This is an optimization exercise on Yosys and OpenROAD, whose aim is small area, a short achievable clock period and few clock cycles per item, not a production implementation.
RTL that was checked went through simulation tests only; none was proved equivalent to the original.
No functional check of the RTL was part of run 2.
Power is estimated from default activity; no workload was simulated.

### config.mk
export PLATFORM = sky130hd
export DESIGN_NAME = first_fit_block_allocator_top
export DESIGN_NICKNAME = first_fit_block_allocator_top
export VERILOG_FILES = /design/flow/design.v
export SDC_FILE = /design/flow/constraint.sdc
export NUM_CORES = 4
export LEC_CHECK = 0
export CAP_MARGIN = 20
export CORE_MARGIN = 2
export CORE_UTILIZATION = 40
export PLACE_DENSITY = 0.6
export SLEW_MARGIN = 20
### constraint.sdc
create_clock -name core_clock -period 8.0 [get_ports {clk}]
set_input_delay 1.6000 -clock core_clock [delete_from_list [all_inputs] [get_ports {clk}]]
set_output_delay 1.6000 -clock core_clock [all_outputs]
set_load 0.01 [all_outputs]
### design.v
package ffba_pkg;
	localparam int HEAP_BYTES   = 65536;
	localparam int MAX_BLOCKS   = 64;
	localparam int HEADER_BYTES = 17;
	localparam int MIN_CAPACITY = 24;
	localparam int IDX_W = $clog2(MAX_BLOCKS);
	localparam int CNT_W = $clog2(MAX_BLOCKS + 1);
	localparam int CAP_W = 17;
	localparam int OFS_W = 16;
	localparam logic [1:0] ST_OK       = 2'd0;
	localparam logic [1:0] ST_NO_SPACE = 2'd1;
	localparam logic [1:0] ST_BAD_FREE = 2'd2;
	localparam logic REQ_ALLOC   = 1'b0;
	localparam logic REQ_RELEASE = 1'b1;
	typedef enum logic [2:0] {
		OP_NONE  = 3'd0,
		OP_INIT  = 3'd1,   
		OP_READ  = 3'd2,   
		OP_NEXT  = 3'd3,   
		OP_MOVE  = 3'd4,   
		OP_WRCUR = 3'd5,   
		OP_WRREM = 3'd6    
	} op_t;
	typedef struct packed {
		op_t             op;
		logic [IDX_W-1:0] idx;
		logic [IDX_W-1:0] src;       
		logic            mv_wr;     
		logic            absorb;    
		logic            set_free;
		logic            clr_free;
		logic            cnt_inc;
		logic            cnt_dec;
		logic            load_req;
		logic [CAP_W-1:0] req_bytes;
		logic [OFS_W-1:0] roff;
	} dp_cmd_t;
	typedef struct packed {
		logic [CNT_W-1:0] count;
		logic            cur_free;
		logic            nxt_free;
		logic            fits;       
		logic            can_split;
		logic            match;      
		logic [OFS_W-1:0] payload;
	} dp_stat_t;
endpackage
import ffba_pkg::*;
module first_fit_block_allocator_top (
	input  logic        clk,
	input  logic        arst_n,
	input  logic        s_axis_tvalid,
	output logic        s_axis_tready,
	input  logic [39:0] s_axis_tdata,   
	input  logic        s_axis_tuser,   
	output logic        m_axis_tvalid,
	input  logic        m_axis_tready,
	output logic [23:0] m_axis_tdata    
);
	localparam int N = MAX_BLOCKS;
	localparam logic [1:0] M_ALLOC = 2'd0;
	localparam logic [1:0] M_REL   = 2'd1;   
	localparam logic [1:0] M_MERGE = 2'd2;   
	function automatic logic [N-1:0] above(input logic [N-1:0] v);
		logic [N-1:0] t;
		t = v;
		for (int d = 1; d < N; d = d * 2)
			t = t | (t << d);
		above = t << 1;
	endfunction
	function automatic logic [N-1:0] first1(input logic [N-1:0] v);
		first1 = v & ~above(v);
	endfunction
	logic [15:0]  s [N+2];    
	logic [N+1:0] f;          
	logic         init_q;
	logic [5:0]   icnt_q;
	logic         busy_q;
	logic [1:0]   mode_q;
	logic [N-1:0] cand_q;     
	logic [16:0]  cur_q;      
	logic [18:0]  nbb_q;      
	logic [18:0]  nqs_q;      
	logic [15:0]  q17_q;      
	logic         rq_valid_q, rq_type_q;
	logic [16:0]  rq_val_q;
	logic         out_valid_q;
	logic [1:0]   out_st_q;
	logic [15:0]  out_pay_q;
	logic alloc_m;
	assign alloc_m = (mode_q == M_ALLOC);
	logic [16:0] in_val;
	assign in_val = s_axis_tuser ? ({1'b0, s_axis_tdata[32:17]} - 17'd17) : s_axis_tdata[16:0];
	logic [N-1:0] m, pm, mr;
	logic         r_zero, fm1, fm2, many;
	assign r_zero = (cur_q[15:0] == 16'd0);
	always_comb begin
		m[0] = (cur_q == 17'd0);
		for (int i = 1; i < N; i++)
			m[i] = (s[i] == cur_q[15:0]) && !cur_q[16] && !r_zero;
	end
	assign pm = above(m);
	assign many = |m;
	always_comb begin
		fm1 = 1'b0; fm2 = 1'b0;
		for (int i = 0; i < N; i++) begin
			fm1 = fm1 | (f[i+1] & m[i]);
			fm2 = fm2 | (f[i+2] & m[i]);
		end
	end
	logic [N-1:0] pc, c2, ffm;
	logic         cany, fc1, f_below;
	logic [15:0]  sk, sn;
	assign pc   = above(cand_q);
	assign c2   = first1(f[N-1:0] & pc);
	assign cany = |cand_q;
	always_comb begin
		sk = '0; sn = '0; fc1 = 1'b0; f_below = 1'b0;
		for (int i = 0; i < N; i++) begin
			sk  = sk  | (s[i]   & {16{cand_q[i]}});
			sn  = sn  | (s[i+1] & {16{cand_q[i]}});
			fc1 = fc1 | (f[i+1] & cand_q[i]);
			f_below = f_below | (f[i] & !pc[i] & !cand_q[i]);
		end
	end
	assign mr  = alloc_m ? '0 : m;
	assign ffm = first1(f[N-1:0] | mr);
	logic [18:0] a_v, b_v, fs_v, fc_v, ss_v, sc_v, fsum, ssum;
	logic        fit, split, tbl_room;
	logic [15:0] ns, pay;
	assign a_v = {2'b0, (sn == 16'd0), sn};
	assign b_v = {3'b111, ~sk};
	assign fs_v = a_v ^ b_v ^ nbb_q;
	assign fc_v = (a_v & b_v) | (a_v & nbb_q) | (b_v & nbb_q);
	assign fsum = fs_v + {fc_v[17:0], 1'b1};
	assign ss_v = a_v ^ b_v ^ nqs_q;
	assign sc_v = (a_v & b_v) | (a_v & nqs_q) | (b_v & nqs_q);
	assign ssum = ss_v + {sc_v[17:0], 1'b1};
	assign fit = !fsum[18];
	assign tbl_room = (s[N-1] == 16'd0);
	assign split = tbl_room && !ssum[18];
	assign ns  = sk + q17_q;
	assign pay = sk + 16'd17;
	logic go, fin, del, ins, setf, clrf, to_merge;
	logic [1:0]   res_st;
	logic [15:0]  res_pay;
	logic [N-1:0] cand_d;
	assign go = busy_q && (!out_valid_q || m_axis_tready);
	always_comb begin
		fin = 1'b0; del = 1'b0; ins = 1'b0; setf = 1'b0; clrf = 1'b0;
		to_merge = 1'b0;
		res_st = ST_OK; res_pay = '0;
		cand_d = cand_q;
		if (go) begin
			case (mode_q)
				M_ALLOC: begin
					if (!cany) begin
						fin = 1'b1; res_st = ST_NO_SPACE;
						cand_d = ffm;
					end else if (fc1) begin
						del = 1'b1;
					end else if (fit) begin
						fin = 1'b1; clrf = 1'b1; ins = split; res_pay = pay;
						cand_d = f_below ? ffm : (split ? (cand_q << 1) : c2);
					end else
						cand_d = c2;
				end
				M_REL: begin
					cand_d = ffm;
					if (!many) begin
						fin = 1'b1; res_st = ST_BAD_FREE;
					end else begin
						setf = 1'b1; del = fm1;
						if (!fm1 || !fm2) fin = 1'b1;
						else to_merge = 1'b1;
					end
				end
				default: begin
					cand_d = ffm;
					del = fm1;
					if (!fm1 || !fm2) fin = 1'b1;
				end
			endcase
		end
	end
	logic [N-1:0] sel_p;
	assign sel_p = alloc_m ? pc : pm;
	assign s[N] = '0;
	assign s[N+1] = '0;
	assign f[N+1:N] = '0;
	assign s[0] = '0;
	for (genvar i = 0; i < N; i++) begin : g_ent
		logic dsel, isel, nsel;
		assign dsel = del && sel_p[i];
		if (i == 0) begin : g_z
			assign isel = 1'b0;
			assign nsel = 1'b0;
		end else begin : g_nz
			assign isel = ins && pc[i-1];
			assign nsel = ins && cand_q[i-1];
			logic sh, hsel;
			logic [15:0] s_d;
			assign sh   = init_q || dsel;
			assign hsel = !(sh || isel || nsel);
			assign s_d = (s[i+1] & {16{sh}}) | (s[i-1] & {16{isel}}) |
			             (ns & {16{nsel}}) | (s[i] & {16{hsel}});
			always_ff @(posedge clk)
				s[i] <= s_d;
		end
		always_ff @(posedge clk or negedge arst_n) begin
			if (!arst_n)
				f[i] <= (i == 0);
			else if (!init_q) begin
				if (dsel)
					f[i] <= f[i+1];
				else if (isel)
					f[i] <= f[i-1];
				else if (nsel)
					f[i] <= 1'b1;
				else if (m[i] && setf)
					f[i] <= 1'b1;
				else if (cand_q[i] && clrf)
					f[i] <= 1'b0;
			end
		end
	end
	logic take, start, st_type;
	logic [16:0] st_val, st_q;
	assign s_axis_tready = !rq_valid_q;
	assign take    = s_axis_tvalid && !rq_valid_q;
	assign start   = !init_q && (!busy_q || fin) && (rq_valid_q || take);
	assign st_type = rq_valid_q ? rq_type_q : s_axis_tuser;
	assign st_val  = rq_valid_q ? rq_val_q : in_val;
	assign st_q    = (st_val < 17'd24) ? 17'd24 : st_val;
	always_ff @(posedge clk or negedge arst_n) begin
		if (!arst_n) begin
			init_q      <= 1'b1;
			icnt_q      <= '0;
			busy_q      <= 1'b0;
			mode_q      <= M_ALLOC;
			cand_q      <= {{(N-1){1'b0}}, 1'b1};
			rq_valid_q  <= 1'b0;
			out_valid_q <= 1'b0;
		end else begin
			if (init_q) begin
				icnt_q <= icnt_q + 6'd1;
				if (icnt_q == 6'd63)
					init_q <= 1'b0;
			end
			if (take && !start)
				rq_valid_q <= 1'b1;
			else if (start)
				rq_valid_q <= 1'b0;
			cand_q <= cand_d;
			if (start) begin
				busy_q <= 1'b1;
				mode_q <= st_type ? M_REL : M_ALLOC;
			end else begin
				if (fin)
					busy_q <= 1'b0;
				if (to_merge)
					mode_q <= M_MERGE;
			end
			if (fin)
				out_valid_q <= 1'b1;
			else if (m_axis_tready)
				out_valid_q <= 1'b0;
		end
	end
	always_ff @(posedge clk) begin
		if (take && !start) begin
			rq_type_q <= s_axis_tuser;
			rq_val_q  <= in_val;
		end
		if (start) begin
			cur_q <= st_val;
			nbb_q <= -({2'b0, st_val} + 19'd17);
			nqs_q <= -({2'b0, st_q} + 19'd58);
			q17_q <= st_q[15:0] + 16'd17;
		end
		if (fin) begin
			out_st_q  <= res_st;
			out_pay_q <= res_pay;
		end
	end
	assign m_axis_tvalid = out_valid_q;
	assign m_axis_tdata  = {6'b0, out_pay_q, out_st_q};
endmodule
### run.sh
#!/bin/bash
# synth_recipe.tcl (not shown) runs the flow's synth.tcl, then flattens the netlist and writes it again
# the make line also repeats each setting of config.mk as NAME=value (left out here)
make -C /OpenROAD-flow-scripts/flow DESIGN_CONFIG=/design/flow/config.mk WORK_HOME=/design/flow/orfs CLKGATE_MAP_FILE= SYNTH_SCRIPT=/design/flow/synth_recipe.tcl finish
==> run notes, run 1 <==
top-area cell type share of the netlist area=20.7%; DIE HEIGHT=497 µm; last step reached=global routing; Synth Flop Type=dfxtp_1; post-cts sizing count=0; Ys Warns=3; first-pass GRT wire length=1480000 µm; RD Place Congestion=1.45; Distinct cells, synth=115; Post-DP HPWL=783000 µm; dpl ws=0.571 ns; Area contributors post-synth=dfxtp_1, xnor2_1, mux2i_1; H-tree levels=4; clock sink total=1252; standard-cell rows=181; largest net degree at the start of global routing=60; register area share after synthesis=27.6%; total global routing overflow=2092; I/O Pins=71; number of flops mapped to enable cells by yosys=104; Syn Area/Cell=8.32 µm²; area leader, netlist=dfxtp_1; DIE WIDTH=497 µm; setup repair bufs after CTS=0; Cells after Synth=11698; cts hold-fix bufs=0; Initial Utilization=40.1%; gr usage total=85.4%; IO buf count=57; cts bufs inserted=158; status=did not finish; asr flop ratio synth=11.2%; error msg=[ERROR GRT-0116] Global routing finished with congestion. Check the congestion regions in the DRC Viewer.; Yosys reg bits=1252; Post-Syn Area=97300 µm²; vias in the first global route=139793; deepest clock path buffer count=3; Post-synth top cells=nand2_1, dfxtp_1, xnor2_1, a22oi_1, clkbuf_1; root buffer cell=clkbuf_16; most frequent cell after synthesis=nand2_1
==> power groups by stage <==
stage	logic (mW)	clock network [mW]	registers (mW)
4_1_cts	42.0	7.80	18.7
3_5_place_dp	41.8	0	18.8
3_3_place_gp	41.6	0	18.8
2_1_floorplan	20.2	0	11.8
==> worst min-delay path by stage <==
stage	slack [ns]	depth (start not counted)	end
CTS	0.48	1	icnt_q[4]
detailed placement	0.47	1	icnt_q[5]
global placement	0.47	1	icnt_q[5]
floorplan	0.44	1	icnt_q[5]
==> layer usage <==
| layer | overflow | global-route usage (%) |
|---|---|---|
| met2 | 992 | 93.4 |
| met4 | 684 | 77.5 |
| met3 | 186 | 78.2 |
| met5 | 24 | 58.9 |
| met1 | 206 | 88.6 |
==> per-stage QoR <==
step	cell area, µm²	std cells	power, mW	util (%)	hold WS [ns]
after floorplan	97300	11703	32.0	-	0.442
after detailed placement	112000	15353	60.6	46.2	0.467
after global placement	112000	15350	60.4	46.2	0.467
after CTS	118000	15643	68.5	48.5	0.475
==> kinds of logic after synthesis <==
kind of cell,after synthesis,share of synthesized area (%)
AO/OA/AOI/OAI,3470,26.9
XOR/XNOR,1101,9.91
adder cells (fa/ha/maj),89,1.40
flip-flops,1252,27.6
other,1,0.00385
buffers and inverters,1306,6.14
AND/OR/NAND/NOR,3676,19.7
multiplexers,803,8.41
Testbench counts, summed over its fixed seeds: cycles 8,531, items 4,800.
==> run 2: changes to the inputs <==
--- a/design.v
+++ b/design.v
@@ -71,6 +71,19 @@
 	function automatic logic [N-1:0] first1(input logic [N-1:0] v);
 		first1 = v & ~above(v);
 	endfunction
+	function automatic logic neg3(input logic [18:0] a, input logic [18:0] b, input logic [18:0] c);
+		logic [18:0] sm, cy, g, p;
+		sm = a ^ b ^ c;
+		cy = {((a[17:0] & b[17:0]) | (a[17:0] & c[17:0]) | (b[17:0] & c[17:0])), 1'b1};
+		g = sm & cy;
+		p = sm | cy;
+		for (int d = 1; d < 18; d = d * 2)
+			for (int i = 17; i >= d; i--) begin
+				g[i] = g[i] | (p[i] & g[i-d]);
+				p[i] = p[i] & p[i-d];
+			end
+		neg3 = sm[18] ^ cy[18] ^ g[17];
+	endfunction
 	logic [15:0]  s [N+2];    
 	logic [N+1:0] f;          
 	logic         init_q;
@@ -91,7 +104,7 @@
 	assign alloc_m = (mode_q == M_ALLOC);
 	logic [16:0] in_val;
 	assign in_val = s_axis_tuser ? ({1'b0, s_axis_tdata[32:17]} - 17'd17) : s_axis_tdata[16:0];
-	logic [N-1:0] m, pm, mr;
+	logic [N-1:0] m, mr;
 	logic         r_zero, fm1, fm2, many;
 	assign r_zero = (cur_q[15:0] == 16'd0);
 	always_comb begin
@@ -99,7 +112,6 @@
 		for (int i = 1; i < N; i++)
 			m[i] = (s[i] == cur_q[15:0]) && !cur_q[16] && !r_zero;
 	end
-	assign pm = above(m);
 	assign many = |m;
 	always_comb begin
 		fm1 = 1'b0; fm2 = 1'b0;
@@ -109,64 +121,68 @@
 		end
 	end
 	logic [N-1:0] pc, c2, ffm;
-	logic         cany, fc1, f_below;
+	logic         cany, fc1, fc2, f_below;
+	logic [N-1:0] c2m;
+	logic [N+1:0] rdn;
 	logic [15:0]  sk, sn;
-	assign pc   = above(cand_q);
-	assign c2   = first1(f[N-1:0] & pc);
+	assign pc   = above(alloc_m ? cand_q : m);
+	assign c2   = first1(f[N-1:0] & pc & ~(cand_q << 1));
+	assign c2m  = fc1 ? (c2 >> 1) : c2;
+	always_comb begin
+		rdn = '0;
+		for (int j = 1; j < N + 2; j++)
+			rdn[j] = (cand_q[j-1] & !f[j]) | ((j >= 2) ? (cand_q[j-2] & f[j-1]) : 1'b0);
+	end
 	assign cany = |cand_q;
 	always_comb begin
-		sk = '0; sn = '0; fc1 = 1'b0; f_below = 1'b0;
+		sk = '0; sn = '0; fc1 = 1'b0; fc2 = 1'b0; f_below = 1'b0;
 		for (int i = 0; i < N; i++) begin
 			sk  = sk  | (s[i]   & {16{cand_q[i]}});
-			sn  = sn  | (s[i+1] & {16{cand_q[i]}});
+			sn  = sn  | (s[i+1] & {16{rdn[i+1]}});
 			fc1 = fc1 | (f[i+1] & cand_q[i]);
+			fc2 = fc2 | (f[i+2] & cand_q[i]);
 			f_below = f_below | (f[i] & !pc[i] & !cand_q[i]);
 		end
 	end
 	assign mr  = alloc_m ? '0 : m;
 	assign ffm = first1(f[N-1:0] | mr);
-	logic [18:0] a_v, b_v, fs_v, fc_v, ss_v, sc_v, fsum, ssum;
+	logic [18:0] a_v, b_v;
 	logic        fit, split, tbl_room;
 	logic [15:0] ns, pay;
 	assign a_v = {2'b0, (sn == 16'd0), sn};
 	assign b_v = {3'b111, ~sk};
-	assign fs_v = a_v ^ b_v ^ nbb_q;
-	assign fc_v = (a_v & b_v) | (a_v & nbb_q) | (b_v & nbb_q);
-	assign fsum = fs_v + {fc_v[17:0], 1'b1};
-	assign ss_v = a_v ^ b_v ^ nqs_q;
-	assign sc_v = (a_v & b_v) | (a_v & nqs_q) | (b_v & nqs_q);
-	assign ssum = ss_v + {sc_v[17:0], 1'b1};
-	assign fit = !fsum[18];
+	assign fit = !neg3(a_v, b_v, nbb_q);
 	assign tbl_room = (s[N-1] == 16'd0);
-	assign split = tbl_room && !ssum[18];
+	assign split = (tbl_room || fc1) && !neg3(a_v, b_v, nqs_q);
 	assign ns  = sk + q17_q;
 	assign pay = sk + 16'd17;
-	logic go, fin, del, ins, setf, clrf, to_merge;
+	logic go, fin, del, ins, ovw, setf, clrf, to_merge;
 	logic [1:0]   res_st;
 	logic [15:0]  res_pay;
 	logic [N-1:0] cand_d;
 	assign go = busy_q && (!out_valid_q || m_axis_tready);
 	always_comb begin
-		fin = 1'b0; del = 1'b0; ins = 1'b0; setf = 1'b0; clrf = 1'b0;
+		fin = 1'b0; del = 1'b0; ins = 1'b0; ovw = 1'b0; setf = 1'b0; clrf = 1'b0;
 		to_merge = 1'b0;
 		res_st = ST_OK; res_pay = '0;
-		cand_d = cand_q;
 		if (go) begin
 			case (mode_q)
 				M_ALLOC: begin
 					if (!cany) begin
 						fin = 1'b1; res_st = ST_NO_SPACE;
-						cand_d = ffm;
-					end else if (fc1) begin
+					end else if (fc1 && fc2) begin
 						del = 1'b1;
-					end else if (fit) begin
-						fin = 1'b1; clrf = 1'b1; ins = split; res_pay = pay;
-						cand_d = f_below ? ffm : (split ? (cand_q << 1) : c2);
-					end else
-						cand_d = c2;
+					end else begin
+						if (fit) begin
+							fin = 1'b1; clrf = 1'b1; res_pay = pay;
+							ins = split && !fc1;
+							ovw = split && fc1;
+							del = fc1 && !split;
+						end else
+							del = fc1;
+					end
 				end
 				M_REL: begin
-					cand_d = ffm;
 					if (!many) begin
 						fin = 1'b1; res_st = ST_BAD_FREE;
 					end else begin
@@ -176,15 +192,31 @@
 					end
 				end
 				default: begin
-					cand_d = ffm;
 					del = fm1;
 					if (!fm1 || !fm2) fin = 1'b1;
 				end
 			endcase
 		end
 	end
+	logic [N-1:0] cand_sp, cand_ns, cand_e;
+	logic         early;
+	assign cand_sp = f_below ? ffm : (cand_q << 1);
+	assign cand_ns = f_below ? ffm : c2m;
+	always_comb begin
+		early  = 1'b1;
+		cand_e = ffm;
+		if (!go)
+			cand_e = cand_q;
+		else if (alloc_m && cany) begin
+			if (fc1 && fc2)
+				cand_e = cand_q;
+			else
+				early = 1'b0;
+		end
+	end
+	assign cand_d = early ? cand_e : (fit ? (split ? cand_sp : cand_ns) : c2m);
 	logic [N-1:0] sel_p;
-	assign sel_p = alloc_m ? pc : pm;
+	assign sel_p = pc;
 	assign s[N] = '0;
 	assign s[N+1] = '0;
 	assign f[N+1:N] = '0;
@@ -197,7 +229,7 @@
 			assign nsel = 1'b0;
 		end else begin : g_nz
 			assign isel = ins && pc[i-1];
-			assign nsel = ins && cand_q[i-1];
+			assign nsel = (ins || ovw) && cand_q[i-1];
 			logic sh, hsel;
 			logic [15:0] s_d;
 			assign sh   = init_q || dsel;
--- a/config.mk
+++ b/config.mk
@@ -7,6 +7,7 @@
 export LEC_CHECK = 0
 export CAP_MARGIN = 20
 export CORE_MARGIN = 2
-export CORE_UTILIZATION = 40
-export PLACE_DENSITY = 0.6
+export CORE_UTILIZATION = 28
+export GPL_ROUTABILITY_DRIVEN = 1
+export PLACE_DENSITY = 0.5
 export SLEW_MARGIN = 20
==> run 2 against run 1 <==
- the run again fails in global routing
- area after synthesis shrank 3.4%
- synthesized cell count grew 3.5%
==> run notes, run 2 <==
clock sink total=1252 (unchanged); most frequent cell after synthesis=nand2_1; Post-synth top cells=nand2_1, nor2_1, dfxtp_1, a21oi_1, xnor2_1; area leader, netlist=dfxtp_1; register area share after synthesis=28.5% (+0.97 points); DIE HEIGHT=583 µm (+17%); RD Place Congestion=1.34 (-7.8%); H-tree levels=4 (unchanged); mux cell area share after synthesis=0.579% (-7.8 points); Synth Flop Type=dfxtp_1; DIE WIDTH=583 µm (+17%); root buffer cell=clkbuf_16; XOR/XNOR share of the synthesized area=10.2% (+0.26 points); Syn Area/Cell=7.76 µm² (-6.7%); asr flop ratio synth=11.2% (unchanged); Initial Utilization=28.2% (-12 points); cts bufs inserted=171 (+8.2%); Simple-Gate Fraction of Synth Area=20.9% (+1.2 points); Compound-Gate Fraction of Synth Area=32.7% (+5.8 points); Distinct cells, synth=111 (-3.5%); Cells after Synth=12108 (+3.5%); first-pass GRT wire length=2040000 µm; total global routing overflow=7724; vias in the first global route=164690; Yosys reg bits=1252 (unchanged); Area contributors post-synth=dfxtp_1, xnor2_1, a221o_1; largest net degree at the start of global routing=99; IO buf count=57 (unchanged); number of flops mapped to enable cells by yosys=104 (unchanged); Adder-Cell Fraction of Synth Area=1.03% (-0.37 points); error msg=[ERROR GRT-0116] Global routing finished with congestion. Check the congestion regions in the DRC Viewer.; dpl ws=-0.791 ns (-1.36 ns); gr usage total=86.5%; standard-cell rows=212 (+17%); status=did not finish; top-area cell type share of the netlist area=21.5% (+0.73 points); largest family of logic cells by synthesized area=compound AO/OA/AOI/OAI gates; I/O Pins=71 (unchanged); Post-DP HPWL=1050000 µm (+34%); deepest clock path buffer count=4 (+1); Post-Syn Area=94000 µm² (-3.4%); last step reached=global routing; Ys Warns=4 (+1)
## run 2: worst min path at each step
stage	from	endpoint	slack [ns]	cells after the start
CTS	icnt_q[4]	icnt_q[4]	0.48	1
detailed placement	icnt_q[4]	icnt_q[4]	0.47	1
global placement	icnt_q[5]	icnt_q[5]	0.46	1
floorplan	icnt_q[5]	icnt_q[5]	0.44	1
## run 2: kinds of logic after synthesis
| family | after synthesis |
|---|---|
| xor+xnor | 1091 |
| other cells | 1 |
| simple gates | 4175 |
| compound gates | 4091 |
| fa+ha+maj | 58 |
| buf+inv | 1387 |
| flops | 1252 |
| mux | 53 |
## run 2: per-layer routing
layer  GRT overflow  GRT usage [%]
met3            241           76.1
met4           2053           79.8
met2           5217           98.6
met1            194           88.2
met5             19           54.6
## run 2: power by group through the flow
stage / logic [mW] / registers [mW] / clock network [mW]
after floorplan: 20.8 / 12.2 / 0
after global placement: 55.2 / 18.3 / 0
after detailed placement: 55.2 / 18.2 / 0
after CTS: 55.5 / 18.1 / 8.63
## run 2: timing repair
action                      CTS
gates resized for setup      43
pin swaps                     8
hold buffers                  0
setup buffers                 8
setup endpoints to repair  1195
## run 2: through the flow
stage               cell area, µm²  cells  TNS [ns]
detailed placement          124000  18307   -427.72
CTS                         131000  18625         0
floorplan                    94000  12113         0
global placement            124000  18302   -220.71
==> run 3: changes to the inputs <==
--- a/design.v
+++ b/design.v
@@ -91,6 +91,11 @@
 	logic         busy_q;
 	logic [1:0]   mode_q;
 	logic [N-1:0] cand_q;     
+	logic [N-1:0] th_q;       
+	logic [15:0]  ck_q;       
+	logic [15:0]  cn_q;       
+	logic [15:0]  vk_q;       
+	logic [15:0]  vn_q;       
 	logic [16:0]  cur_q;      
 	logic [18:0]  nbb_q;      
 	logic [18:0]  nqs_q;      
@@ -104,7 +109,7 @@
 	assign alloc_m = (mode_q == M_ALLOC);
 	logic [16:0] in_val;
 	assign in_val = s_axis_tuser ? ({1'b0, s_axis_tdata[32:17]} - 17'd17) : s_axis_tdata[16:0];
-	logic [N-1:0] m, mr;
+	logic [N-1:0] m, mr, pm;
 	logic         r_zero, fm1, fm2, many;
 	assign r_zero = (cur_q[15:0] == 16'd0);
 	always_comb begin
@@ -113,6 +118,7 @@
 			m[i] = (s[i] == cur_q[15:0]) && !cur_q[16] && !r_zero;
 	end
 	assign many = |m;
+	assign pm   = above(m);
 	always_comb begin
 		fm1 = 1'b0; fm2 = 1'b0;
 		for (int i = 0; i < N; i++) begin
@@ -120,25 +126,15 @@
 			fm2 = fm2 | (f[i+2] & m[i]);
 		end
 	end
-	logic [N-1:0] pc, c2, ffm;
+	logic [N-1:0] pc, c2, c2m, ffm;
 	logic         cany, fc1, fc2, f_below;
-	logic [N-1:0] c2m;
-	logic [N+1:0] rdn;
-	logic [15:0]  sk, sn;
-	assign pc   = above(alloc_m ? cand_q : m);
-	assign c2   = first1(f[N-1:0] & pc & ~(cand_q << 1));
+	assign pc   = th_q | (cand_q << 1);
+	assign c2   = first1(f[N-1:0] & th_q);
 	assign c2m  = fc1 ? (c2 >> 1) : c2;
-	always_comb begin
-		rdn = '0;
-		for (int j = 1; j < N + 2; j++)
-			rdn[j] = (cand_q[j-1] & !f[j]) | ((j >= 2) ? (cand_q[j-2] & f[j-1]) : 1'b0);
-	end
 	assign cany = |cand_q;
 	always_comb begin
-		sk = '0; sn = '0; fc1 = 1'b0; fc2 = 1'b0; f_below = 1'b0;
+		fc1 = 1'b0; fc2 = 1'b0; f_below = 1'b0;
 		for (int i = 0; i < N; i++) begin
-			sk  = sk  | (s[i]   & {16{cand_q[i]}});
-			sn  = sn  | (s[i+1] & {16{rdn[i+1]}});
 			fc1 = fc1 | (f[i+1] & cand_q[i]);
 			fc2 = fc2 | (f[i+2] & cand_q[i]);
 			f_below = f_below | (f[i] & !pc[i] & !cand_q[i]);
@@ -146,20 +142,35 @@
 	end
 	assign mr  = alloc_m ? '0 : m;
 	assign ffm = first1(f[N-1:0] | mr);
+	logic [N-1:0] psel;
+	logic [N+1:0] pnx;
+	logic [15:0]  rk, rn;
+	assign psel = alloc_m ? c2 : m;
+	always_comb begin
+		pnx = '0;
+		for (int j = 1; j < N + 2; j++)
+			pnx[j] = (psel[j-1] & !f[j]) | ((j >= 2) ? (psel[j-2] & f[j-1]) : 1'b0);
+	end
+	always_comb begin
+		rk = '0; rn = '0;
+		for (int i = 0; i < N; i++) begin
+			rk = rk | (s[i]   & {16{psel[i]}});
+			rn = rn | (s[i+1] & {16{pnx[i+1]}});
+		end
+	end
 	logic [18:0] a_v, b_v;
 	logic        fit, split, tbl_room;
 	logic [15:0] ns, pay;
-	assign a_v = {2'b0, (sn == 16'd0), sn};
-	assign b_v = {3'b111, ~sk};
+	assign a_v = {2'b0, (cn_q == 16'd0), cn_q};
+	assign b_v = {3'b111, ~ck_q};
 	assign fit = !neg3(a_v, b_v, nbb_q);
 	assign tbl_room = (s[N-1] == 16'd0);
 	assign split = (tbl_room || fc1) && !neg3(a_v, b_v, nqs_q);
-	assign ns  = sk + q17_q;
-	assign pay = sk + 16'd17;
+	assign ns  = ck_q + q17_q;
+	assign pay = ck_q + 16'd17;
 	logic go, fin, del, ins, ovw, setf, clrf, to_merge;
 	logic [1:0]   res_st;
 	logic [15:0]  res_pay;
-	logic [N-1:0] cand_d;
 	assign go = busy_q && (!out_valid_q || m_axis_tready);
 	always_comb begin
 		fin = 1'b0; del = 1'b0; ins = 1'b0; ovw = 1'b0; setf = 1'b0; clrf = 1'b0;
@@ -198,25 +209,44 @@
 			endcase
 		end
 	end
-	logic [N-1:0] cand_sp, cand_ns, cand_e;
+	logic [N-1:0] cand_d, cand_sp, cand_ns, cand_e;
 	logic         early;
+	logic [15:0]  ck_d, ck_sp, ck_ns, ck_e;
+	logic [15:0]  cn_d, cn_sp, cn_ns, cn_e;
+	logic         sv_d;
 	assign cand_sp = f_below ? ffm : (cand_q << 1);
+	assign ck_sp   = f_below ? vk_q : ns;
+	assign cn_sp   = f_below ? vn_q : cn_q;
 	assign cand_ns = f_below ? ffm : c2m;
+	assign ck_ns   = f_below ? vk_q : rk;
+	assign cn_ns   = f_below ? vn_q : rn;
 	always_comb begin
 		early  = 1'b1;
-		cand_e = ffm;
-		if (!go)
-			cand_e = cand_q;
-		else if (alloc_m && cany) begin
-			if (fc1 && fc2)
-				cand_e = cand_q;
-			else
+		cand_e = cand_q;
+		ck_e   = ck_q;
+		cn_e   = cn_q;
+		if (!go) begin
+		end else if (alloc_m) begin
+			if (!cany) begin
+				cand_e = ffm; ck_e = vk_q; cn_e = vn_q;
+			end else if (fc1 && fc2) begin
+				cn_e = rn;
+			end else
 				early = 1'b0;
+		end else if (fin && many) begin
+			cand_e = ffm;
+			if ((ffm & m) != '0) begin
+				ck_e = rk; cn_e = rn;
+			end else if ((m & (cand_q << 1)) != '0)
+				cn_e = rn;
 		end
 	end
 	assign cand_d = early ? cand_e : (fit ? (split ? cand_sp : cand_ns) : c2m);
+	assign ck_d   = early ? ck_e   : (fit ? (split ? ck_sp   : ck_ns)   : rk);
+	assign cn_d   = early ? cn_e   : (fit ? (split ? cn_sp   : cn_ns)   : rn);
+	assign sv_d   = go && alloc_m && cany && !(fc1 && fc2) && !fit && !f_below;
 	logic [N-1:0] sel_p;
-	assign sel_p = pc;
+	assign sel_p = alloc_m ? pc : pm;
 	assign s[N] = '0;
 	assign s[N+1] = '0;
 	assign f[N+1:N] = '0;
@@ -271,6 +301,9 @@
 			busy_q      <= 1'b0;
 			mode_q      <= M_ALLOC;
 			cand_q      <= {{(N-1){1'b0}}, 1'b1};
+			th_q        <= {{(N-2){1'b1}}, 2'b00};
+			ck_q        <= 16'd0;
+			cn_q        <= 16'd0;
 			rq_valid_q  <= 1'b0;
 			out_valid_q <= 1'b0;
 		end else begin
@@ -284,6 +317,9 @@
 			else if (start)
 				rq_valid_q <= 1'b0;
 			cand_q <= cand_d;
+			th_q   <= above(cand_d << 1);
+			ck_q   <= ck_d;
+			cn_q   <= cn_d;
 			if (start) begin
 				busy_q <= 1'b1;
 				mode_q <= st_type ? M_REL : M_ALLOC;
@@ -310,6 +346,10 @@
 			nqs_q <= -({2'b0, st_q} + 19'd58);
 			q17_q <= st_q[15:0] + 16'd17;
 		end
+		if (sv_d) begin
+			vk_q <= ck_q;
+			vn_q <= cn_q;
+		end
 		if (fin) begin
 			out_st_q  <= res_st;
 			out_pay_q <= res_pay;
--- a/config.mk
+++ b/config.mk
@@ -7,7 +7,7 @@
 export LEC_CHECK = 0
 export CAP_MARGIN = 20
 export CORE_MARGIN = 2
-export CORE_UTILIZATION = 28
-export GPL_ROUTABILITY_DRIVEN = 1
-export PLACE_DENSITY = 0.5
+export CORE_UTILIZATION = 22
+export PLACE_DENSITY = 0.4
+export SETUP_SLACK_MARGIN = 1.5
 export SLEW_MARGIN = 20
==> run 3 against run 2 <==
- the run now finishes clean
- synthesized cell count decreased by 5.4%
- area after synthesis is essentially flat
==> run notes, run 3 <==
P per Cell Area=559 nW/µm²; CTS tree=done; Post-DP HPWL=710000 µm (-33%); setup tns final=0 ns; standard-cell rows=239 (+13%); Final min period=7.09 ns; H-tree levels=4 (unchanged); total global routing overflow=0; kind of critical path=reg -> reg; IO buf count=57 (unchanged); Final ANT Viol Nets=0; top-area cell type share of the netlist area=21.5% (about the same); fmax=0.141 GHz; clock sink total=1377 (+10%); Distinct cells, synth=114 (+2.7%); Starting DRT DRC Count=27296; vias in the first global route=108583; Core ar.=424000 µm²; Synth Flop Type=dfxtp_1; status=complete, no violations; Worst Max-Slew Pin Slew=1.29 ns; gr usage total=40.8%; worst min path class=reg -> reg; most frequent cell after synthesis=nand2_1; Pint=27.0 mW; Max-Cap Viols=0; Slowest Stage Delay on Critical Path=0.87 ns; worst reg2reg path startpoint=cur_q[4]; CP Launch Type=flip-flop; design area=119000 µm²; dpl ws=0.496 ns (+1.29 ns); area leader, netlist=dfxtp_1; placed cell count=17493 (-4.4%); Reg2Reg Setup Slack=0.91 ns; fraction of layout instances using a drive strength above 1=19.0%; Critical Path RT=8.80 ns; Worst-path clk slew=0.06 ns; DIE WIDTH=657 µm (+13%); deepest clock path buffer count=4 (unchanged); register area share after synthesis=32.1% (+3.6 points); sw frac=59.5%; RD Place Congestion=1.10 (-18%); DRC Markers=0; Post-Syn Area=93900 µm² (about the same); Regs by FF count=s x1008, cand_q x64, f x64; Critical Path Fanout Max=17; CP max-delay cell=nor4b_2; Comb pwr share=62.1%; root buffer cell=clkbuf_16; most flop-heavy register=s; WHS Endpoint=icnt_q[5]; Setup crit end kind=flip-flop; Yosys reg bits=1377 (+10%); Syn Area/Cell=8.20 µm² (+5.6%); most common cell after layout, fill and taps aside=nand2_1; clock share of power=14.1%; max-slew violations=0; Psw=39.7 mW; die area=432000 µm²; I/O Pins=71 (unchanged); vias per cell=6.80; Cells after Synth=11450 (-5.4%); reg2reg end=cn_q[11]; Leak Pwr=45.0 nW; number of flip-flops in the largest register=1008; unrepaired setup endpoints after global routing=yes; CP arrival=7.89 ns; Ys Warns=4 (unchanged); cts hold-fix bufs=0 (unchanged); clock skew=0.0861 ns; post-layout net count=12230; Reg power frac=23.8%; via count=122866; Detailed Routing Iterations Pass 1=14; Fin Hold WS=0.470 ns; Post-synth top cells=nand2_1, a222oi_1, dfxtp_1, xnor2_1, clkbuf_1; final wirelength=925000 µm; asr flop ratio synth=16.9% (+5.7 points); first-pass GRT wire length=1180000 µm; WHS Path Cells=1; post-route setup slack=0.906 ns; Initial Utilization=22.1% (-6.0 points); cts bufs inserted=190 (+11%); initial antenna violation count=145; final hold vios=0; HP Start=icnt_q[5]; most frequent cells in the layout=nand2_1, buf_4, a222oi_1; Max-slew headroom=13.8%; Area contributors post-synth=dfxtp_1, a222oi_1, xnor2_1; setup violators final=0; peak supply drop=1.17 mV; Area growth, synth to finish=27.2%; Worst-Skew Late Latency=1.00 ns; DIE HEIGHT=657 µm (+13%); cell depth of the worst flop-to-flop path=16; CP cell instances=buf_6 > or4_4 > o41ai_4 > buf_12 > nor2_4 > buf_12 > o2bb2ai_1 > buf_4 > a22o_2 > a222oi_1 > a21boi_0 > nand4_1 > nor4b_2 > nand4_1 > o32ai_1 > mux2i_1; Post-DP Area=110000 µm² (-11%); wire per inst=51.2 µm; number of flops mapped to enable cells by yosys=136 (+31%); Tcrit/Tclk final=88.7%; final std cells w/o fill=18081; largest net degree at the start of global routing=77
[run 3: changes by cell type after synthesis, moves of 253 or more]
cell,before,now
a222oi_1,118,1020
a22o_1,474,221
nor2_1,1132,548
a21oi_1,972,435
nand2_1,1388,1906
a221o_1,746,147
[run 3: worst max-delay path by stage]
| stage | startpoint | end | slack (ns) | cells after the start |
|---|---|---|---|---|
| floorplan | cur_q[4] | mode_q[0] | 2.01 | 14 |
| global placement | cur_q[4] | ck_q[11] | 0.05 | 19 |
| detailed placement | cur_q[4] | cn_q[2] | 0.50 | 18 |
| CTS | cur_q[1] | cn_q[2] | 1.36 | 18 |
| global route | cur_q[4] | cn_q[12] | 1.16 | 24 |
| finish | cur_q[4] | cn_q[11] | 0.91 | 16 |
[run 3: what timing repair did]
action / in CTS / in global routing
buffers inserted: 53 / 48
endpoints found under the setup margin: 1108 / 532
gates cloned: 1 / 2
gates resized for setup: 111 / 166
pin swaps: 35 / 56
[run 3: logic make-up (layout without fill, tap and decap cells)]
logic type / after synthesis / count (layout) / share of synthesized area, %
fa+ha+maj: 62 / 62 / 1.07
compound gates: 3565 / 3565 / 30.0
other cells: 1 / 138 / 0.00399
xor+xnor: 1090 / 1090 / 10.2
buf+inv: 1287 / 2118 / 5.40
simple gates: 3926 / 3926 / 19.6
mux: 142 / 142 / 1.59
flops: 1377 / 1377 / 32.1
[run 3: metal layers]
layer / wire, µm / vias up / global-route usage (%)
li1: - / 46265 / -
met1: 360000 / 62742 / 51.9
met2: 364000 / 11257 / 56.1
met3: 120000 / 2536 / 14.6
met4: 80900 / 66 / 29.9
met5: 597 / - / 0
[run 3: worst max-delay path, delay by kind of cell, from the launching register on]
kind,cells,cell delay [ns]
mux,1,0.13
simple gates,5,2.84
flops,1,0.46
buf+inv,4,0.83
compound gates,6,2.61
[run 3: power by group through the flow]
| stage | combinational (mW) | clock, mW | sequential [mW] |
|---|---|---|---|
| floorplan | 17.1 | 0 | 12.2 |
| global placement | 37.7 | 0 | 15.5 |
| detailed placement | 37.6 | 0 | 15.5 |
| CTS | 38.3 | 9.42 | 15.3 |
| global route | 41.4 | 9.65 | 15.5 |
| finish | 41.4 | 9.41 | 15.9 |
[run 3: area by class of cell]
class	instances	area [µm²]
well taps	5663	7090
clock inverters	93	1030
diodes	132	330
multi-input cells	8791	61200
fillers	45939	305000
inverters	242	912
clock buffers	255	5460
repair buffers	1528	13200
flip-flops and latches	1377	30200
[run 3: per-stage QoR]
stage | util [%] | total power, mW
floorplan | - | 29.3
global placement | 26.0 | 53.2
detailed placement | 26.0 | 53.1
CTS | 27.8 | 63.0
global route | 28.1 | 66.6
finish | 28.1 | 66.7
Testbench counts of run 3, summed over its fixed seeds: cycles 8,030, items 4,800.
==> run 4: changes to the inputs <==
--- a/design.v
+++ b/design.v
@@ -96,7 +96,6 @@
 	logic [15:0]  cn_q;       
 	logic [15:0]  vk_q;       
 	logic [15:0]  vn_q;       
-	logic [16:0]  cur_q;      
 	logic [18:0]  nbb_q;      
 	logic [18:0]  nqs_q;      
 	logic [15:0]  q17_q;      
@@ -107,16 +106,22 @@
 	logic [15:0]  out_pay_q;
 	logic alloc_m;
 	assign alloc_m = (mode_q == M_ALLOC);
+	logic        take, start, st_type;
+	logic [16:0] st_val, st_q;
 	logic [16:0] in_val;
 	assign in_val = s_axis_tuser ? ({1'b0, s_axis_tdata[32:17]} - 17'd17) : s_axis_tdata[16:0];
-	logic [N-1:0] m, mr, pm;
-	logic         r_zero, fm1, fm2, many;
-	assign r_zero = (cur_q[15:0] == 16'd0);
+	logic [N-1:0] m, mr, pm, meq, mq_q;
+	logic         t_zero, neq, fm1, fm2, many;
+	logic [16:0]  tgt;        
+	assign tgt    = st_val;
+	assign t_zero = (tgt[15:0] == 16'd0);
 	always_comb begin
-		m[0] = (cur_q == 17'd0);
+		meq[0] = (tgt == 17'd0);
 		for (int i = 1; i < N; i++)
-			m[i] = (s[i] == cur_q[15:0]) && !cur_q[16] && !r_zero;
+			meq[i] = (s[i] == tgt[15:0]) && !tgt[16] && !t_zero;
 	end
+	assign neq  = (ns == tgt[15:0]) && !tgt[16];
+	assign m    = mq_q;
 	assign many = |m;
 	assign pm   = above(m);
 	always_comb begin
@@ -269,6 +274,18 @@
 			always_ff @(posedge clk)
 				s[i] <= s_d;
 		end
+		logic mq_d, ms_up, ms_dn, ms_ho;
+		if (i == 0) begin : g_mz
+			assign ms_up = 1'b0;
+		end else begin : g_mnz
+			assign ms_up = start ? meq[i-1] : mq_q[i-1];
+		end
+		assign ms_dn = (i == N-1) ? 1'b0 : (start ? meq[(i == N-1) ? i : i+1] : mq_q[(i == N-1) ? i : i+1]);
+		assign ms_ho = start ? meq[i] : mq_q[i];
+		assign mq_d = ((init_q || dsel) & ms_dn) | (isel & ms_up) | (nsel & neq) |
+		              (!(init_q || dsel || isel || nsel) & ms_ho);
+		always_ff @(posedge clk)
+			mq_q[i] <= mq_d;
 		always_ff @(posedge clk or negedge arst_n) begin
 			if (!arst_n)
 				f[i] <= (i == 0);
@@ -286,8 +303,6 @@
 			end
 		end
 	end
-	logic take, start, st_type;
-	logic [16:0] st_val, st_q;
 	assign s_axis_tready = !rq_valid_q;
 	assign take    = s_axis_tvalid && !rq_valid_q;
 	assign start   = !init_q && (!busy_q || fin) && (rq_valid_q || take);
@@ -341,7 +356,6 @@
 			rq_val_q  <= in_val;
 		end
 		if (start) begin
-			cur_q <= st_val;
 			nbb_q <= -({2'b0, st_val} + 19'd17);
 			nqs_q <= -({2'b0, st_q} + 19'd58);
 			q17_q <= st_q[15:0] + 16'd17;
--- a/config.mk
+++ b/config.mk
@@ -5,9 +5,9 @@
 export SDC_FILE = /design/flow/constraint.sdc
 export NUM_CORES = 4
 export LEC_CHECK = 0
-export CAP_MARGIN = 20
+export CAP_MARGIN = 40
 export CORE_MARGIN = 2
 export CORE_UTILIZATION = 22
 export PLACE_DENSITY = 0.4
-export SETUP_SLACK_MARGIN = 1.5
-export SLEW_MARGIN = 20
+export SETUP_SLACK_MARGIN = 2.25
+export SLEW_MARGIN = 40
==> run 4 against run 3 <==
- sequential share of layout area fell by 0.35 points
- largest cell class unchanged
- design area rose by 4.4%
- non-clock buffer count grew 86
- die area is 4.1% higher
- setup slack improved by 0.87 ns
- synthesized cell count rose by 2.0%
==> run notes, run 4 <==
status=complete, no violations; gr usage total=48.6% (+7.8 points); vias in the first global route=117710 (+8.4%); IO buf count=57 (unchanged); number of flops mapped to enable cells by yosys=121 (-11%); cts hold-fix bufs=0 (unchanged); H-tree levels=4 (unchanged); Max-Cap Viols=0 (unchanged); Distinct cells, synth=97 (-15%); clock skew=0.0994 ns (+0.0133 ns); Worst Max-Slew Pin Slew=1.11 ns (-0.186 ns); Final min period=6.22 ns (-0.873 ns); clock sink total=1425 (+3.5%); Final ANT Viol Nets=0 (unchanged); cell depth of the worst flop-to-flop path=17 (+1); CP cell instances=a222oi_1 > nand4_1 > nor4_2 > buf_4 > nand4_1 > buf_4 > buf_4 > o21ai_2 > buf_4 > nand2_1 > nand4_1 > nor2_1 > nand4_1 > nor4_2 > buf_4 > o22a_1 > a31oi_1; Synth Flop Type=dfxtp_1; I/O Pins=71 (unchanged); Core ar.=442000 µm² (+4.2%); deepest clock path buffer count=4 (unchanged); Reg power frac=22.8% (-1.0 points); root buffer cell=clkbuf_16; CP Launch Type=flip-flop; crit path launch=th_q[33]; standard-cell rows=244 (+2.1%); Psw=47.5 mW (+20%); clock share of power=13.4% (-0.7 points); Area contributors post-synth=dfxtp_1, a221o_1, a22o_1; FILL cells=47990 (+4.5%); most frequent cells in the layout=buf_4, nand2_1, dfxtp_1; Worst-Skew Late Latency=1.06 ns (+0.06 ns); worst min path class=in -> async; die area=449000 µm² (+4.1%); most common cell after layout, fill and taps aside=buf_4; DIE WIDTH=670 µm (+2.0%); unrepaired setup endpoints after global routing=yes; kind of critical path=reg -> reg; worst reg2reg path startpoint=th_q[33]; final wirelength=1150000 µm (+24%); CP arrival=7.16 ns (-0.73 ns); P per Cell Area=601 nW/µm² (+7.7%); area leader, netlist=dfxtp_1; Starting DRT DRC Count=27635 (+1.2%); top-area cell type share of the netlist area=21.9% (+0.45 points); Critical Path Fanout Max=9 (-8); Critical Path RT=8.94 ns (+0.14 ns); CP max-delay cell=a222oi_1; Worst Setup EP=ck_q[12]; critical path's most frequent cell=buf_4; Leak Pwr=45.3 nW (+0.71%); Detailed Routing Iterations Pass 1=17 (+3); fmax=0.161 GHz (+14%); Area growth, synth to finish=27.7%; Cells after Synth=11682 (+2.0%); setup violators final=0 (unchanged); Tcrit/Tclk final=77.8% (-11 points); post-layout util=28.2% (+0.068 points); Comb pwr share=63.7% (+1.6 points); via count=134505 (+9.5%); vias per cell=7.25 (+6.7%); asr flop ratio synth=16.4% (-0.57 points); number of flip-flops in the largest register=1008 (unchanged); setup tns final=0 ns (unchanged); CTS tree=done; Initial Utilization=22.1% (about the same); Max-slew headroom=26.1% (+12 points); Ys Warns=4 (unchanged); Slowest Stage Delay on Critical Path=0.92 ns (+0.05 ns); fraction of layout instances using a drive strength above 1=20.9% (+1.9 points); DRC Markers=0 (unchanged); Post-DP HPWL=892000 µm (+26%); register area share after synthesis=31.7% (-0.43 points); Pint=27.5 mW (+1.6%); Syn Area/Cell=8.36 µm² (+2.0%); max-slew violations=0 (unchanged); final hold vios=0 (unchanged); RD Place Congestion=1.14 (+3.5%); Post-synth top cells=nand2_1, dfxtp_1, clkbuf_1, o21ai_0, a221o_1; Post-Syn Area=97700 µm² (+4.1%); largest net degree at the start of global routing=122 (+58%); sw frac=63.4% (+3.9 points); most frequent cell after synthesis=nand2_1; Regs by FF count=s x1008, cand_q x64, f x64; DIE HEIGHT=670 µm (+2.0%); Reg2Reg Setup Slack=1.78 ns (+0.87 ns); wire per inst=61.9 µm (+21%); Worst-path clk slew=0.06 ns (about the same); peak supply drop=1.10 mV (-6.3%); most flop-heavy register=s; first-pass GRT wire length=1420000 µm (+20%); total global routing overflow=0 (unchanged); initial antenna violation count=282 (+94%); Setup crit end kind=flip-flop; cts bufs inserted=201 (+5.8%); Yosys reg bits=1425 (+3.5%); reg2reg end=ck_q[12]; post-layout net count=12386 (+1.3%)
-- run 4: cell types whose count changed in the layout (fill, tap and decap cells not counted), moves of 68 or more --
cell | previous run | this run
buf_4 | 1312 | 1395
xor2_1 | 169 | 389
xnor2_1 | 908 | 576
nand2_1 | 1893 | 1155
o21ai_0 | 475 | 863
o211ai_1 | 34 | 123
a22o_1 | 211 | 573
a221o_1 | 146 | 767
a21oi_1 | 423 | 491
nor2_1 | 518 | 384
nand4_1 | 422 | 289
a222oi_1 | 1020 | 508
-- run 4: worst min path at each step --
stage	startpoint	end	slack, ns
after global routing	arst_n	f[2]	0.50
after detailed placement	icnt_q[5]	icnt_q[5]	0.46
after CTS	arst_n	out_valid_q	0.46
final	arst_n	f[1]	0.47
after floorplan	icnt_q[5]	icnt_q[5]	0.43
after global placement	cn_q[3]	vn_q[3]	0.46
-- run 4: cell type report --
class	count	area (µm²)	area share (%)
Multi-Input combinational cell	8803	64500	51.7
Sequential cell	1425	31100	24.9
Timing Repair Buffer	1614	13300	10.7
Tap cell	5904	7390	5.92
Clock buffer	279	5810	4.66
Clock inverter	92	1150	0.926
Inverter	240	940	0.753
Antenna cell	199	498	0.399
-- run 4: cells by family after synthesis --
family / after synthesis / synth area share [%]
AOI/OAI and AO/OA: 4671 / 36.9
and+or+nand+nor: 2975 / 14.7
buffers and inverters: 1461 / 5.68
DFF: 1425 / 31.7
xor gates and xnor gates: 980 / 8.78
muxes: 106 / 1.13
adders and majority gates: 63 / 1.04
other: 1 / 0.00384
-- run 4: worst max-delay path, delay by kind of cell, from the launching register on --
family                 cells  cell delay [ns]
AO/OA/AOI/OAI              4             1.98
buffers and inverters      5             1.30
flip-flops                 1             0.44
AND/OR/NAND/NOR            8             2.39
-- run 4: power by group through the flow --
stage,sequential [mW],combinational (mW),clock [mW]
finish,17.1,47.8,10.1
global placement,16.4,42.7,0
floorplan,12.4,17.9,0
detailed placement,16.4,42.8,0
global route,16.5,46.6,10.3
CTS,16.3,43.6,10.0
-- run 4: per-layer routing --
| layer | vias up | part of all wire [%] | global-route usage, % |
|---|---|---|---|
| met5 | - | 0.13 | 1.08 |
| met4 | 92 | 11 | 42.2 |
| met3 | 4124 | 14 | 23.7 |
| met2 | 13329 | 38 | 65.8 |
| met1 | 69135 | 37 | 56.5 |
| li1 | 47825 | - | - |
-- run 4: through the flow --
step	hold slack, ns	instance area, µm²	setup slack [ns]	std cells	power, mW
2_1_floorplan	0.435	97700	2.29	11687	30.3
3_3_place_gp	0.459	114000	0.803	17827	59.2
3_5_place_dp	0.463	115000	0.773	17884	59.2
4_1_cts	0.463	123000	2.25	18295	69.9
5_1_grt	0.498	124000	2.12	18377	73.4
6_report	0.469	125000	1.78	18556	75.0
-- run 4: what timing repair did --
action | 4_1_cts | 5_1_grt
endpoints found under the setup margin | 1296 | 230
resized for setup | 136 | 144
pin swaps | 33 | 47
cloned | 3 | 2
setup buffers | 37 | 44
Testbench counts of run 4, summed over its fixed seeds: cycles 8,030, items 4,800.
==> run 5: changes to the inputs <==
--- a/config.mk
+++ b/config.mk
@@ -9,5 +9,5 @@
 export CORE_MARGIN = 2
 export CORE_UTILIZATION = 22
 export PLACE_DENSITY = 0.4
-export SETUP_SLACK_MARGIN = 2.25
+export SETUP_SLACK_MARGIN = 2.75
 export SLEW_MARGIN = 40
==> run 5 against run 4 <==
- largest power group unchanged
- synthesized cell count is the same
- critical endpoint is now th_q[63]
- via count grew 3.6%
- first-iteration DRC count grew 9.7%
- clock skew grew 0.029 ns
- core utilization grew 1.5 points
- total power grew 8.2%
- critical path type unchanged
- register-to-register slack gained 0.47 ns
- clock-buffer cell count grew 6
- wire length grew 2.3%
==> run notes, run 5 <==
Max-Cap Viols=0 (unchanged); top-area cell type share of the netlist area=21.9% (unchanged); deepest clock path buffer count=4 (unchanged); most frequent cells in the layout=buf_4, nand2_1, dfxtp_1; clock skew=0.128 ns (+0.0286 ns); largest net degree at the start of global routing=125 (+2.5%); Detailed Routing Iterations Pass 1=15 (-2); Syn Area/Cell=8.36 µm² (unchanged); worst min path class=in -> async; post-route setup slack=2.25 ns (+0.467 ns); Final min period=5.75 ns (-0.467 ns); first-pass GRT wire length=1430000 µm (+0.54%); Post-DP Area=115000 µm² (-0.23%); cts hold-fix bufs=0 (unchanged); area leader, netlist=dfxtp_1; Initial Utilization=22.1% (unchanged); IO buf count=57 (unchanged); H-tree levels=4 (unchanged); Distinct cells, synth=97 (unchanged); gr usage total=48.9% (+0.29 points); Setup crit end kind=flip-flop; DIE WIDTH=670 µm (unchanged); dpl ws=1.04 ns (+0.265 ns); Regs by FF count=s x1008, cand_q x64, f x64; Starting DRT DRC Count=30320 (+9.7%); RD Place Congestion=1.17 (+2.9%); DIE HEIGHT=670 µm (unchanged); Worst Max-Slew Pin Slew=1.10 ns (-0.00590 ns); I/O Pins=71 (unchanged); Worst-Skew Late Latency=1.09 ns (+0.03 ns); Comb pwr share=66.9% (+3.2 points); Core ar.=442000 µm² (unchanged); kind of critical path=reg -> reg; Psw=51.2 mW (+7.6%); asr flop ratio synth=16.4% (unchanged); final hold vios=0 (unchanged); fraction of layout instances using a drive strength above 1=25.7% (+4.8 points); Post-synth top cells=nand2_1, dfxtp_1, clkbuf_1, o21ai_0, a221o_1; Max-slew headroom=26.5% (+0.49 points); setup violators final=0 (unchanged); initial antenna violation count=247 (-12%); register area share after synthesis=31.7% (unchanged); total global routing overflow=0 (unchanged); number of flops mapped to enable cells by yosys=121 (unchanged); Synth Flop Type=dfxtp_1; Reg power frac=21.1% (-1.7 points); CTS tree=done; Tcrit/Tclk final=71.9% (-5.8 points); FILL cells=47190 (-1.7%); post-layout util=29.7% (+1.5 points); standard-cell rows=244 (unchanged); status=complete, no violations; Area contributors post-synth=dfxtp_1, a221o_1, a22o_1; root buffer cell=clkbuf_16; Critical Path RT=8.92 ns (-0.02 ns); total power=81.2 mW (+8.2%); most flop-heavy register=s; P per Cell Area=617 nW/µm² (+2.6%); die area=449000 µm² (unchanged); vias in the first global route=118510 (+0.68%); peak supply drop=0.816 mV (-26%); wire per inst=62.1 µm (+0.31%); Multi-input gate area=66800 µm² (+3.5%); Post-DP HPWL=868000 µm (-2.7%); Sequential Area=31200 µm² (+0.36%); Post-Syn Area=97700 µm² (unchanged); fmax=0.174 GHz (+8.1%); Pint=30.0 mW (+9.2%); unrepaired setup endpoints after global routing=yes; Area growth, synth to finish=34.6%; cts bufs inserted=196 (-2.5%); Worst-path clk slew=0.06 ns (about the same); CP Launch Type=flip-flop; max-slew violations=0 (unchanged); most common cell after layout, fill and taps aside=buf_4; CP arrival=6.67 ns (-0.49 ns); clock sink total=1425 (unchanged); Yosys reg bits=1425 (unchanged); Cells after Synth=11682 (unchanged); number of flip-flops in the largest register=1008 (unchanged); Leak Pwr=48.2 nW (+6.4%); final wirelength=1170000 µm (+2.3%); post-layout net count=12704 (+2.6%); clock share of power=12.0% (-1.4 points); sw frac=63.0% (-0.34 points); via count=139413 (+3.6%); vias per cell=7.36 (+1.6%); Final ANT Viol Nets=0 (unchanged); Critical Path Fanout Max=15 (+6); DRC Markers=0 (unchanged); Ys Warns=4 (unchanged); design area=132000 µm² (+5.4%); most frequent cell after synthesis=nand2_1; setup tns final=0 ns (unchanged)
run 5: cells by family (layout without fill, tap and decap cells):
| group | after synthesis | count (layout) | synth area share, % |
|---|---|---|---|
| other cells | 1 | 265 | 0.00384 |
| buf+inv | 1461 | 2535 | 5.68 |
| mux | 106 | 110 | 1.13 |
| xor+xnor | 980 | 980 | 8.78 |
| fa+ha+maj | 63 | 63 | 1.04 |
| compound gates | 4671 | 4671 | 36.9 |
| simple gates | 2975 | 2977 | 14.7 |
| flops | 1425 | 1425 | 31.7 |
run 5: stage by stage:
step / cells / hold slack [ns]
final: 18930 / 0.428
after global routing: 18751 / 0.450
after CTS: 18448 / 0.471
after detailed placement: 17843 / 0.461
after global placement: 17795 / 0.459
after floorplan: 11687 / 0.435
run 5: final timing paths:
check / endpoint / start / slack [ns] / depth (start not counted)
max: th_q[63] / cand_q[21] / 2.25 / 18
min: out_valid_q / arst_n / 0.43 / 1
max reg2reg: th_q[63] / cand_q[21] / 2.25 / 18
min reg2reg: icnt_q[5] / icnt_q[5] / 0.47 / 1
max in group asynchronous: cn_q[8] / arst_n / 6.04 / 3
min in group core_clock: icnt_q[5] / icnt_q[5] / 0.47 / 1
run 5: cell type report:
type	instances	share of cell area, %
diodes	259	0.493
clock buffers	285	4.42
clock inverters	77	0.633
inverters	240	0.720
multi-input cells	8807	50.8
flip-flops and latches	1425	23.7
well taps	5904	5.62
repair buffers	1932	13.6
repair inverters	1	0.00381
run 5: power by group through the flow:
stage | registers, mW | logic, mW | clock network (mW)
detailed placement | 16.4 | 42.7 | 0
finish | 17.1 | 54.3 | 9.71
floorplan | 12.4 | 17.9 | 0
CTS | 16.2 | 47.2 | 9.64
global placement | 16.4 | 42.4 | 0
global route | 16.4 | 52.5 | 9.90
run 5: layer usage:
layer  wire, µm  track usage (%)  up-vias
li1           -                -    48600
met1     419000             54.9    70489
met2     439000             65.3    15214
met3     175000             26.2     5028
met4     140000             45.1       82
met5       2560             3.03        -
run 5: what timing repair did:
| action | in CTS | in global routing |
|---|---|---|
| endpoints found under the setup margin | 1262 | 1015 |
| hold endpoints to repair | 0 | 0 |
| gates resized for setup | 546 | 551 |
| cloned | 21 | 23 |
| pin swaps | 116 | 175 |
| buffers inserted | 222 | 189 |
run 5: worst max-delay path, stage by stage (launching register included):
cell      delay, ns
dfrtp_1        0.72
nor4b_4        0.23
a31oi_2        0.57
nand4_1        0.39
nor4_4         0.33
buf_4          0.27
nand2_1        0.11
buf_4          0.28
nand3_1        0.15
buf_4          0.28
nor2_1         0.07
buf_4          0.29
a221oi_1       0.41
o211a_1        0.30
nor4b_1        0.32
buf_4          0.24
and3b_2        0.25
and4_1         0.28
nand3b_1       0.09

==> separate check: timing with driven ports <==
The flow's constraints put no driver on any port. The routed layouts listed below were extracted and timed again, unchanged, in two steps.
Step 1: set_driving_cell puts a clkbuf_16 on clk and a buf_2 on each other input, an assumption about the parent block.
Step 2, shift: input delay + t, output delay - t, t = (earliest + latest rising clock arrival at the registers) / 2. This alone moves slack from input paths to output paths.
Slacks: no drivers / after step 1 / after step 2; pairs: no drivers / after step 1.
run	t, ns	setup WS [ns]	clock arrival spread, ns	slew at the worst register clock pin (ns)
run 3	1.084	0.906 / 0.906 / 0.790	0.086 / 0.087	0.09 / 0.09
run 4	1.141	1.779 / 1.779 / 1.214	0.100 / 0.100	0.10 / 0.10
run 5	1.155	2.245 / 2.245 / 1.582	0.128 / 0.128	0.07 / 0.07
After both steps setup and hold are still met in every run listed. The setup slack of run 5, which loses most, moves by 0.000 ns with the drivers and by -0.663 ns with both steps.
